Background: an optimization exercise with open tools, aiming at small area, a short achievable clock period and few clock cycles. Do not read the settings as production practice.
For this run, only the layout was checked, not whether the RTL still works.
Power and IR drop assume default switching activity.

### flow/config.mk
export PLATFORM = sky130hd
export DESIGN_NAME = battery_level_estimator
export DESIGN_NICKNAME = battery_level_estimator
export VERILOG_FILES = /design/flow/design.v
export SDC_FILE = /design/flow/constraint.sdc
export NUM_CORES = 4
export LEC_CHECK = 0
export CAP_MARGIN = 20
export CORE_MARGIN = 2
export CORE_UTILIZATION = 40
export SLEW_MARGIN = 20
### flow/constraint.sdc
create_clock -name core_clock -period 10.0 [get_ports {clk}]
set_input_delay 2.0000 -clock core_clock [delete_from_list [all_inputs] [get_ports {clk}]]
set_output_delay 2.0000 -clock core_clock [all_outputs]
set_load 0.01 [all_outputs]
### flow/design.v
`default_nettype none
module battery_level_estimator (
  input  wire logic        clk,
  input  wire logic        rst_n,
  input  wire logic        in_valid,
  output logic             in_ready,
  input  wire logic [11:0] in_raw_sample,
  input  wire logic        in_sample_ok,
  output logic             out_valid,
  input  wire logic        out_ready,
  output logic [13:0]      out_filtered_mv,
  output logic [13:0]      out_cell_mv,
  output logic [11:0]      out_average_raw,
  output logic [6:0]       out_charge_percent,
  output logic             out_status,
  input  wire logic        cfg_we,
  input  wire logic [2:0]  cfg_index,
  input  wire logic [11:0] cfg_wdata
);
  localparam int KA = 3, NA = 4;    
  localparam int KM = 4, NM = 3;    
  localparam int KD = 8, ND = 2;    
  localparam int KE = 4, NE = 4;    
  localparam int SA = KA * NA;
  localparam int SD = KD * ND;
  localparam int SE = KE * NE;
  localparam logic [2:0] S_IDLE = 3'd0, S_AVG = 3'd1, S_MUL = 3'd2, S_SCALE = 3'd3,
                         S_DEN = 3'd4, S_PREP = 3'd5, S_EMA = 3'd6;
  logic [3:0]  lenm1_r, lenm1_n;
  logic [11:0] fs_r;
  logic [2:0]  num_r, den_r;
  logic [4:0]  ema_r;
  always_comb begin
    lenm1_n = lenm1_r;
    if (cfg_we && cfg_index == 3'd0) begin
      if (cfg_wdata[4:0] == 5'd0) lenm1_n = 4'd0;
      else if (cfg_wdata[4] && cfg_wdata[3:0] != 4'd0) lenm1_n = 4'd15;
      else lenm1_n = 4'(cfg_wdata[4:0] - 5'd1);
    end
  end
  always_ff @(posedge clk) begin
    if (!rst_n) begin
      lenm1_r <= 4'd15;
      fs_r <= 12'd2450;
      num_r <= 3'd2;
      den_r <= 3'd1;
      ema_r <= 5'd4;
    end else begin
      lenm1_r <= lenm1_n;
      if (cfg_we) begin
        case (cfg_index)
          3'd1: fs_r <= cfg_wdata;
          3'd2: num_r <= cfg_wdata[2:0];
          3'd3: den_r <= (cfg_wdata[2:0] == 3'd0) ? 3'd1 : cfg_wdata[2:0];
          3'd4: ema_r <= (cfg_wdata[4:0] == 5'd0) ? 5'd1 : cfg_wdata[4:0];
          default: ;
        endcase
      end
    end
  end
  logic [3:0]  pos_r, pos_n;
  logic [15:0] sum_r, sum_add;
  logic [4:0]  cnt_r, cnt_add;
  logic        last_r, efree_r, accept, load;
  assign in_ready = ~last_r | efree_r;
  assign accept = in_valid & in_ready;
  assign load = accept & last_r;
  assign sum_add = sum_r + (in_sample_ok ? {4'd0, in_raw_sample} : 16'd0);
  assign cnt_add = cnt_r + {4'd0, in_sample_ok};
  always_comb begin
    pos_n = pos_r;
    if (accept) pos_n = last_r ? 4'd0 : pos_r + 4'd1;
  end
  always_ff @(posedge clk) begin
    if (!rst_n) begin
      pos_r <= 4'd0;
      sum_r <= 16'd0;
      cnt_r <= 5'd0;
      last_r <= 1'b0;
    end else begin
      pos_r <= pos_n;
      last_r <= (pos_n == lenm1_n);
      if (accept) begin
        sum_r <= last_r ? 16'd0 : sum_add;
        cnt_r <= last_r ? 5'd0 : cnt_add;
      end
    end
  end
  logic [2:0]  st_r, st_n;
  logic [1:0]  cyc_r, cyc_n;
  logic [11:0] R_r, R_n;
  logic [15:0] Q_r, Q_n;
  logic [4:0]  n_r, n_n;
  logic        neg_r, neg_n;
  logic [13:0] o_filt, o_cell;
  logic [11:0] o_avg;
  logic [6:0]  o_pct;
  logic        o_status, o_valid;
  logic        p1_r, p2_r;
  logic [3:0]  pk_r;
  logic [8:0]  px_r;
  logic        own_ok, empty;
  logic        wr_avg, wr_cell, wr_filt, pct_go;
  logic [11:0] avg_d;
  logic [13:0] cell_d, filt_d;
  logic [4:0]  ar;  logic [SA-1:0] aq;  logic [4:0] at;
  logic [11:0] mp;  logic [11:0] mq;    logic [12:0] ms;
  logic [2:0]  dr;  logic [SD-1:0] dq;  logic [3:0] dt;
  logic [4:0]  er;  logic [SE-1:0] eq;  logic [5:0] et;
  logic        sc_c;
  logic [11:0] sc_adc;
  logic [14:0] sc_x;
  logic [13:0] cell_v;
  logic [14:0] diff;
  assign own_ok = ~o_valid & ~p1_r & ~p2_r;
  assign empty = (n_r == 5'd0);
  always_comb begin
    st_n = st_r;
    cyc_n = cyc_r;
    R_n = R_r;
    Q_n = Q_r;
    n_n = n_r;
    neg_n = neg_r;
    wr_avg = 1'b0;
    wr_cell = 1'b0;
    wr_filt = 1'b0;
    pct_go = 1'b0;
    avg_d = 12'd0;
    cell_d = 14'd0;
    filt_d = 14'd0;
    ar = '0; aq = '0; at = '0;
    mp = '0; mq = '0; ms = '0;
    dr = '0; dq = '0; dt = '0;
    er = '0; eq = '0; et = '0;
    sc_c = 1'b0; sc_adc = '0; sc_x = '0;
    cell_v = '0; diff = '0;
    case (st_r)
      S_AVG: begin
        ar = R_r[4:0];
        aq = Q_r[SA-1:0];
        for (int i = 0; i < KA; i++) begin
          at = {ar[3:0], aq[SA-1]};
          if (at >= n_r) begin
            ar = at - n_r;
            aq = {aq[SA-2:0], 1'b1};
          end else begin
            ar = at;
            aq = {aq[SA-2:0], 1'b0};
          end
        end
        if (cyc_r == 2'(NA - 1)) begin
          if (own_ok) begin
            wr_avg = 1'b1;
            avg_d = empty ? 12'd0 : aq[11:0];
            if (empty) begin
              wr_cell = 1'b1;
              pct_go = 1'b1;
              st_n = S_IDLE;
            end else begin
              st_n = S_MUL;
              cyc_n = 2'd0;
              R_n = 12'd0;
              Q_n = {4'd0, aq[11:0]};
            end
          end
        end else begin
          R_n = {7'd0, ar};
          Q_n = 16'(aq);
          cyc_n = cyc_r + 2'd1;
        end
      end
      S_MUL: begin
        mp = R_r;
        mq = Q_r[11:0];
        for (int i = 0; i < KM; i++) begin
          ms = {1'b0, mp} + (mq[0] ? {1'b0, fs_r} : 13'd0);
          mq = {ms[0], mq[11:1]};
          mp = ms[12:1];
        end
        R_n = mp;
        Q_n = {4'd0, mq};
        cyc_n = cyc_r + 2'd1;
        if (cyc_r == 2'(NM - 1)) begin
          st_n = S_SCALE;
          cyc_n = 2'd0;
        end
      end
      S_SCALE: begin
        sc_c = ({1'b0, Q_r[11:0]} + {1'b0, R_r}) >= 13'd4095;
        sc_adc = R_r + {11'd0, sc_c};
        sc_x = 15'(sc_adc * num_r);
        Q_n = {1'b0, sc_x};
        R_n = 12'd0;
        st_n = S_DEN;
        cyc_n = 2'd0;
      end
      S_DEN: begin
        dr = R_r[2:0];
        dq = Q_r[SD-1:0];
        for (int i = 0; i < KD; i++) begin
          dt = {dr, dq[SD-1]};
          if (dt >= {1'b0, den_r}) begin
            dr = 3'(dt - {1'b0, den_r});
            dq = {dq[SD-2:0], 1'b1};
          end else begin
            dr = dt[2:0];
            dq = {dq[SD-2:0], 1'b0};
          end
        end
        R_n = {9'd0, dr};
        Q_n = 16'(dq);
        cyc_n = cyc_r + 2'd1;
        if (cyc_r == 2'(ND - 1)) begin
          st_n = S_PREP;
          cyc_n = 2'd0;
        end
      end
      S_PREP: begin
        cell_v = (Q_r[15:14] != 2'd0) ? 14'd16383 : Q_r[13:0];
        wr_cell = 1'b1;
        cell_d = cell_v;
        if (o_filt == 14'd0) begin
          wr_filt = 1'b1;
          filt_d = cell_v;
          pct_go = 1'b1;
          st_n = S_IDLE;
        end else begin
          diff = {1'b0, cell_v} - {1'b0, o_filt};
          neg_n = diff[14];
          Q_n = {2'd0, diff[14] ? 14'(-diff) : diff[13:0]};
          R_n = 12'd0;
          st_n = S_EMA;
          cyc_n = 2'd0;
        end
      end
      S_EMA: begin
        er = R_r[4:0];
        eq = Q_r[SE-1:0];
        for (int i = 0; i < KE; i++) begin
          et = {er, eq[SE-1]};
          if (et >= {1'b0, ema_r}) begin
            er = 5'(et - {1'b0, ema_r});
            eq = {eq[SE-2:0], 1'b1};
          end else begin
            er = et[4:0];
            eq = {eq[SE-2:0], 1'b0};
          end
        end
        R_n = {7'd0, er};
        Q_n = 16'(eq);
        cyc_n = cyc_r + 2'd1;
        if (cyc_r == 2'(NE - 1)) begin
          wr_filt = 1'b1;
          filt_d = neg_r ? (o_filt - eq[13:0]) : (o_filt + eq[13:0]);
          pct_go = 1'b1;
          st_n = S_IDLE;
        end
      end
      default: ;
    endcase
    if (load) begin
      st_n = S_AVG;
      cyc_n = 2'd0;
      R_n = 12'(sum_add >> SA);
      Q_n = 16'(sum_add[SA-1:0]);
      n_n = cnt_add;
    end
  end
  always_ff @(posedge clk) begin
    if (!rst_n) begin
      st_r <= S_IDLE;
      cyc_r <= 2'd0;
      efree_r <= 1'b1;
    end else begin
      st_r <= st_n;
      cyc_r <= cyc_n;
      efree_r <= (st_n == S_IDLE) || (st_n == S_EMA && cyc_n == 2'(NE - 1));
    end
    R_r <= R_n;
    Q_r <= Q_n;
    n_r <= n_n;
    neg_r <= neg_n;
  end
  logic [3:0] seg;
  logic [8:0] segx;
  logic [3:0] dp;
  logic [6:0] pbase;
  logic [11:0] py;
  logic [17:0] pz;
  logic [2:0] pr;
  function automatic [12:0] knee_mv(input [3:0] k);
    case (k)
      4'd0: knee_mv = 13'd4200;  4'd1: knee_mv = 13'd4100;  4'd2: knee_mv = 13'd4000;
      4'd3: knee_mv = 13'd3950;  4'd4: knee_mv = 13'd3900;  4'd5: knee_mv = 13'd3850;
      4'd6: knee_mv = 13'd3800;  4'd7: knee_mv = 13'd3750;  4'd8: knee_mv = 13'd3700;
      4'd9: knee_mv = 13'd3650;  4'd10: knee_mv = 13'd3600; 4'd11: knee_mv = 13'd3550;
      4'd12: knee_mv = 13'd3500; 4'd13: knee_mv = 13'd3400; 4'd14: knee_mv = 13'd3300;
      default: knee_mv = 13'd3000;
    endcase
  endfunction
  always_comb begin
    seg = 4'd15;
    for (int k = 14; k >= 1; k--) begin
      if (o_filt >= 14'(knee_mv(4'(k)))) seg = 4'(k);
    end
    segx = 9'(o_filt - 14'(knee_mv(seg)));
    if (o_filt == 14'd0 || o_filt >= 14'd4200) begin
      seg = 4'd0;
      segx = 9'd0;
    end else if (o_filt < 14'd3000) begin
      segx = 9'd0;
    end
  end
  always_comb begin
    case (pk_r)
      4'd1: begin pbase = 7'd92; dp = 4'd8; end
      4'd2: begin pbase = 7'd85; dp = 4'd7; end
      4'd3: begin pbase = 7'd78; dp = 4'd7; end
      4'd4: begin pbase = 7'd70; dp = 4'd8; end
      4'd5: begin pbase = 7'd62; dp = 4'd8; end
      4'd6: begin pbase = 7'd55; dp = 4'd7; end
      4'd7: begin pbase = 7'd48; dp = 4'd7; end
      4'd8: begin pbase = 7'd42; dp = 4'd6; end
      4'd9: begin pbase = 7'd35; dp = 4'd7; end
      4'd10: begin pbase = 7'd28; dp = 4'd7; end
      4'd11: begin pbase = 7'd20; dp = 4'd8; end
      4'd12: begin pbase = 7'd14; dp = 4'd6; end
      4'd13: begin pbase = 7'd8; dp = 4'd6; end
      4'd14: begin pbase = 7'd4; dp = 4'd4; end
      4'd15: begin pbase = 7'd0; dp = 4'd0; end
      default: begin pbase = 7'd100; dp = 4'd0; end
    endcase
    py = 12'(px_r[6:0] * dp);
    pz = 18'(py * 41);
    if (pk_r == 4'd15)
      pr = (px_r >= 9'd225) ? 3'd3 : (px_r >= 9'd150) ? 3'd2 : (px_r >= 9'd75) ? 3'd1 : 3'd0;
    else if (pk_r <= 4'd2 || pk_r >= 4'd13)
      pr = 3'(pz >> 12);    
    else
      pr = 3'(pz >> 11);    
  end
  always_ff @(posedge clk) begin
    if (!rst_n) begin
      o_valid <= 1'b0;
      o_filt <= 14'd0;
      p1_r <= 1'b0;
      p2_r <= 1'b0;
    end else begin
      o_valid <= (o_valid & ~out_ready) | p2_r;
      p1_r <= pct_go;
      p2_r <= p1_r;
      if (wr_filt) o_filt <= filt_d;
    end
    if (wr_avg) begin
      o_avg <= avg_d;
      o_status <= empty;
    end
    if (wr_cell) o_cell <= cell_d;
    if (p1_r) begin
      pk_r <= seg;
      px_r <= segx;
    end
    if (p2_r) o_pct <= pbase + 7'(pr);
  end
  assign out_valid = o_valid;
  assign out_filtered_mv = o_filt;
  assign out_cell_mv = o_cell;
  assign out_average_raw = o_avg;
  assign out_charge_percent = o_pct;
  assign out_status = o_status;
endmodule
`default_nettype wire
### flow/run.sh
#!/bin/bash
# synth_recipe.tcl (not shown) runs the flow's synth.tcl, then flattens the netlist and writes it again
# the make line also repeats each setting of config.mk as NAME=value (left out here)
make -C /OpenROAD-flow-scripts/flow DESIGN_CONFIG=/design/flow/config.mk WORK_HOME=/design/flow/orfs CLKGATE_MAP_FILE= SYNTH_SCRIPT=/design/flow/synth_recipe.tcl finish
==> run summary <==
-- synthesized netlist by cell type (5+ instances only) --
| master | count | area [µm²] |
|---|---|---|
| o21a_1 | 6 | 45.0 |
| nand3b_1 | 12 | 90.1 |
| o21ai_1 | 6 | 30.0 |
| o21bai_1 | 25 | 188 |
| a21boi_0 | 8 | 60.1 |
| or3_1 | 6 | 37.5 |
| nor3_1 | 33 | 165 |
| a31oi_1 | 16 | 100 |
| o221ai_1 | 8 | 70.1 |
| fa_1 | 51 | 1020 |
| o22ai_1 | 21 | 131 |
| ha_1 | 255 | 3190 |
| and2_1 | 95 | 594 |
| a21oi_1 | 213 | 1070 |
| a21o_1 | 76 | 571 |
| a22oi_1 | 16 | 120 |
| nor2b_1 | 27 | 169 |
| xnor2_1 | 108 | 946 |
| a22o_1 | 5 | 43.8 |
| a2bb2oi_1 | 8 | 70.1 |
| clkbuf_1 | 65 | 244 |
| mux2i_1 | 26 | 260 |
| nand2b_1 | 26 | 163 |
| a221oi_1 | 9 | 78.8 |
| dfxtp_1 | 99 | 1980 |
| clkbuf_8 | 5 | 68.8 |
| a211oi_1 | 13 | 97.6 |
| o31a_1 | 5 | 43.8 |
| and3_1 | 12 | 75.1 |
| nand2_1 | 198 | 743 |
| xor2_1 | 64 | 561 |
| o31ai_1 | 11 | 82.6 |
| nor3b_1 | 6 | 45.0 |
| o2111ai_1 | 5 | 43.8 |
| nand4_1 | 9 | 56.3 |
| mux2_2 | 10 | 113 |
| nand3_1 | 47 | 235 |
| inv_1 | 200 | 751 |
| nor4_1 | 12 | 75.1 |
| edfxtp_1 | 69 | 2070 |
| o21ai_0 | 111 | 556 |
| nor2_1 | 214 | 803 |
| o211ai_1 | 15 | 113 |
-- power breakdown --
part,total (mW),internal (mW),switching [mW]
logic,1.34,0.645,0.699
clock network,0.675,0.366,0.309
registers,0.740,0.720,0.0198
-- layout make-up --
| cell class | instances | area, µm² | area share |
|---|---|---|---|
| clock buffers | 20 | 468 | 0.0214 |
| clock inverters | 12 | 111 | 0.00510 |
| inverters | 203 | 767 | 0.0351 |
| multi-input cells | 1876 | 14100 | 0.648 |
| flip-flops and latches | 168 | 4060 | 0.186 |
| well taps | 607 | 759 | 0.0348 |
| repair buffers | 172 | 1510 | 0.0691 |
-- cells by family after synthesis --
| family | Yosys count | share of synthesized area |
|---|---|---|
| flops | 168 | 0.214 |
| mux | 41 | 0.0237 |
| xor+xnor | 172 | 0.0794 |
| buf+inv | 280 | 0.0589 |
| compound gates | 637 | 0.220 |
| simple gates | 720 | 0.182 |
| fa+ha+maj | 306 | 0.222 |
-- tightest hold or removal path, stage by stage (launching register included) --
cell,delay (ns)
dfxtp_1,0.31
nand2_1,0.05
a21oi_1,0.05
-- sequential cells by signal, summed over array words and instances (netlist names), 4 cells and up --
name	count
fs_r	12
ema_r	5
o_pct	7
cnt_r	5
dp	4
n_r	5
R_r	12
lenm1_r	4
sum_r	16
pbase	7
o_filt	14
o_cell	14
pk_r	4
o_avg	12
px_r	9
pos_r	4
Q_r	16
-- routing by layer --
layer  vias up  wire [µm]  GRT usage
li1       8403          -          -
met1      8366      24700      0.294
met2       598      28100      0.409
met3       141       3410     0.0327
met4         0       2570      0.105
met5         -          0          0
-- how the worst max path moves through the flow --
stage                              start          endpoint  slack, ns  cells after the start
CTS                 Q_r[15]$_SDFFE_PP0P_  R_r[1]$_DFFE_PP_      0.002                     54
finish              Q_r[15]$_SDFFE_PP0P_  R_r[1]$_DFFE_PP_      -0.09                     51
global route        Q_r[15]$_SDFFE_PP0P_  R_r[1]$_DFFE_PP_      -0.48                     54
floorplan           Q_r[15]$_SDFFE_PP0P_  R_r[1]$_DFFE_PP_       0.03                     54
detailed placement  Q_r[15]$_SDFFE_PP0P_  R_r[1]$_DFFE_PP_      -0.23                     55
global placement    Q_r[15]$_SDFFE_PP0P_  R_r[1]$_DFFE_PP_       0.13                     56
-- stage by stage --
stage	total power, mW	util	TNS, ns
after global placement	1.85	0.445	0
after global routing	2.91	0.468	-1.25
after floorplan	1.57	-	0
after detailed placement	1.88	0.445	-0.312
final	2.76	0.468	-0.0885
after CTS	2.62	0.461	0
-- timing repair --
item / in CTS / in global routing
gates cloned: 0 / 0
pin swaps: 15 / 37
endpoints found under the hold margin: 0 / 0
endpoints found under the setup margin: 3 / 10
setup buffers: 16 / 15
gates resized for setup: 8 / 49
==> summary.txt <==
Job
  • Max Cap Viol: 0

Clocking
  • Skew-Pair Late Insertion Delay: about 0.5 ns
  • Root Buffer: clkbuf_16
  • # hold bufs at CTS: 0
  • CTS max path bufs: 2
  • H-tree levels: 4
  • CTS sink cnt: 168
  • Num CTS Buffers: 17
  • CTS clk-pin slew, worst paths: 0.07 ns
  • TritonCTS clock tree: done

GRT
  • Total grt overflow: 0
  • Vias in the first global route: 17131
  • Global-route wire length before repair: 92400 µm
  • GRT Resource Usage Total: 0.237
  • Initial antenna violation count: 0
  • Pin count of the biggest net entering global routing: between 60 and 70

Place
  • PortBufs: 82
  • Post-DP HPWL: 45800 µm
  • Placed Area: 20800 µm²
  • DP Cell Count: approximately 3000
  • GP Congestion: between 0.9 and 1
  • Place WS: -0.229 ns

Detailed routing
  • Via density: 5.73
  • Via Count: 17508
  • Starting DRT DRC Count: 1428
  • DR pass1 iterations: 17
  • Detailed Route WL: 58800 µm
  • Post-route DRC violation count: 0
  • DRT antenna net count: 0
  • WL/cell: 19.2 µm

Timing
  • WHS: 0.457 ns
  • Maximum clock rate: a little under 0.1 GHz
  • Minimum clock period: 10.09 ns
  • Slew headroom: 0.245
  • Setup Skew: ~0.012 ns
  • Final hold violation count: 0
  • Final Max Slew Viols: 0
  • Part of the cycle the worst path needs: 1.01
  • RSZ-0062 raised after global routing: yes
  • Slew @ Worst Pin: 1.10 ns
  • Final WS setup: -0.0885 ns
  • Final setup viols: 1

Synth
  • Syn_area_per_cell: approximately 8.2 µm²
  • #FFs+latches synth: 168
  • Net Count, Synth: approximately 2700
  • Ys async rst share: 0
  • Post-synth EDFFs: 69
  • Synthesized instance count: 2324
  • Yosys warnings: 1
  • Post-synth cell types: 100
  • Post-synthesis sequential area ratio: 0.214
  • Most used DFF post-synth: dfxtp_1
  • Mapped cell area: 19000 µm²

Final layout
  • Most frequent cells in the layout: ha_1, nor2_1, a21oi_1
  • Final nets: between 2000 and 3000
  • Fill count: approximately 4600
  • Finished Layout Cells: ~3100
  • Final instance area: 21800 µm²
  • Most common cell after layout, fill and taps aside: ha_1
  • ANT cells: 0
  • Layout cells sized above 1: 0.0967
  • Synthesis-to-layout area growth: 15.0%

Setup path
  • Largest fanout on the critical path: 4
  • Critical Path End Type: flip-flop
  • Data arrival, critical path: roughly 10 ns
  • RR Startpoint: Q_r[15]$_SDFFE_PP0P_
  • Crit-path slowest cell: fa_2
  • R2r setup slk: -0.09 ns
  • CP Launch Type: flip-flop
  • Setup CP Type: reg -> reg
  • R2R cell count: 51
  • Slowest stage delay, CP: around 0.60 ns
  • Largest delay share family, worst path: compound AO/OA/AOI/OAI gates
  • Buf/Inv on CP: 9
  • Critical R2R Capture: R_r[1]$_DFFE_PP_
  • Critical Path RT: 10.20 ns

Min path
  • HP Class: reg -> reg
  • Hold-critical path endpoint: sum_r[0]$_SDFFE_PN0P_
  • Hold wc startpoint: sum_r[0]$_SDFFE_PN0P_
  • Hold Path Stages: 2

Power
  • Power density cells: between 100 and 150 nW/µm²
  • Leakage Power: 9.72 nW
  • Peak VDD IR: 0.130 mV

Outcome
  • Layout Check Failures: negative setup slack
  • Outcome: failed layout checks

Floorplan
  • Die area: 49200 µm²
  • Initial core utilization: 0.407
  • Die width: between 200 and 250 µm
  • Core ar.: between 40000 and 50000 µm²
  • Die span in y: 222 µm
  • Boundary Pins: 83
  • FP Rows: slightly below 80

port drivers added, routing unchanged:
Ports are ideal in the flow. The routed layout listed here was re-timed in OpenROAD. Step 1 assumes that a clkbuf_16 drives the clock port and a buf_2 every other input. Step 2 moves the port delays by t, midway between the first and last clock arrival at a register: inputs arrive t later, outputs are due t later. That takes back most of the time a late clock gives input paths. a / b / c = ideal / step 1 / step 2; a / b = the first two.
t, ns: 0.538
slack for setup (ns): -0.089 / -0.089 / -0.089
worst setup path after step 2: register to register
worst data-port slew with drivers (ns): 0.04
cell pins on the clock port's net: 1
For this run, drivers alone change the setup slack by 0.000 ns; drivers and shift together by 0.000 ns.
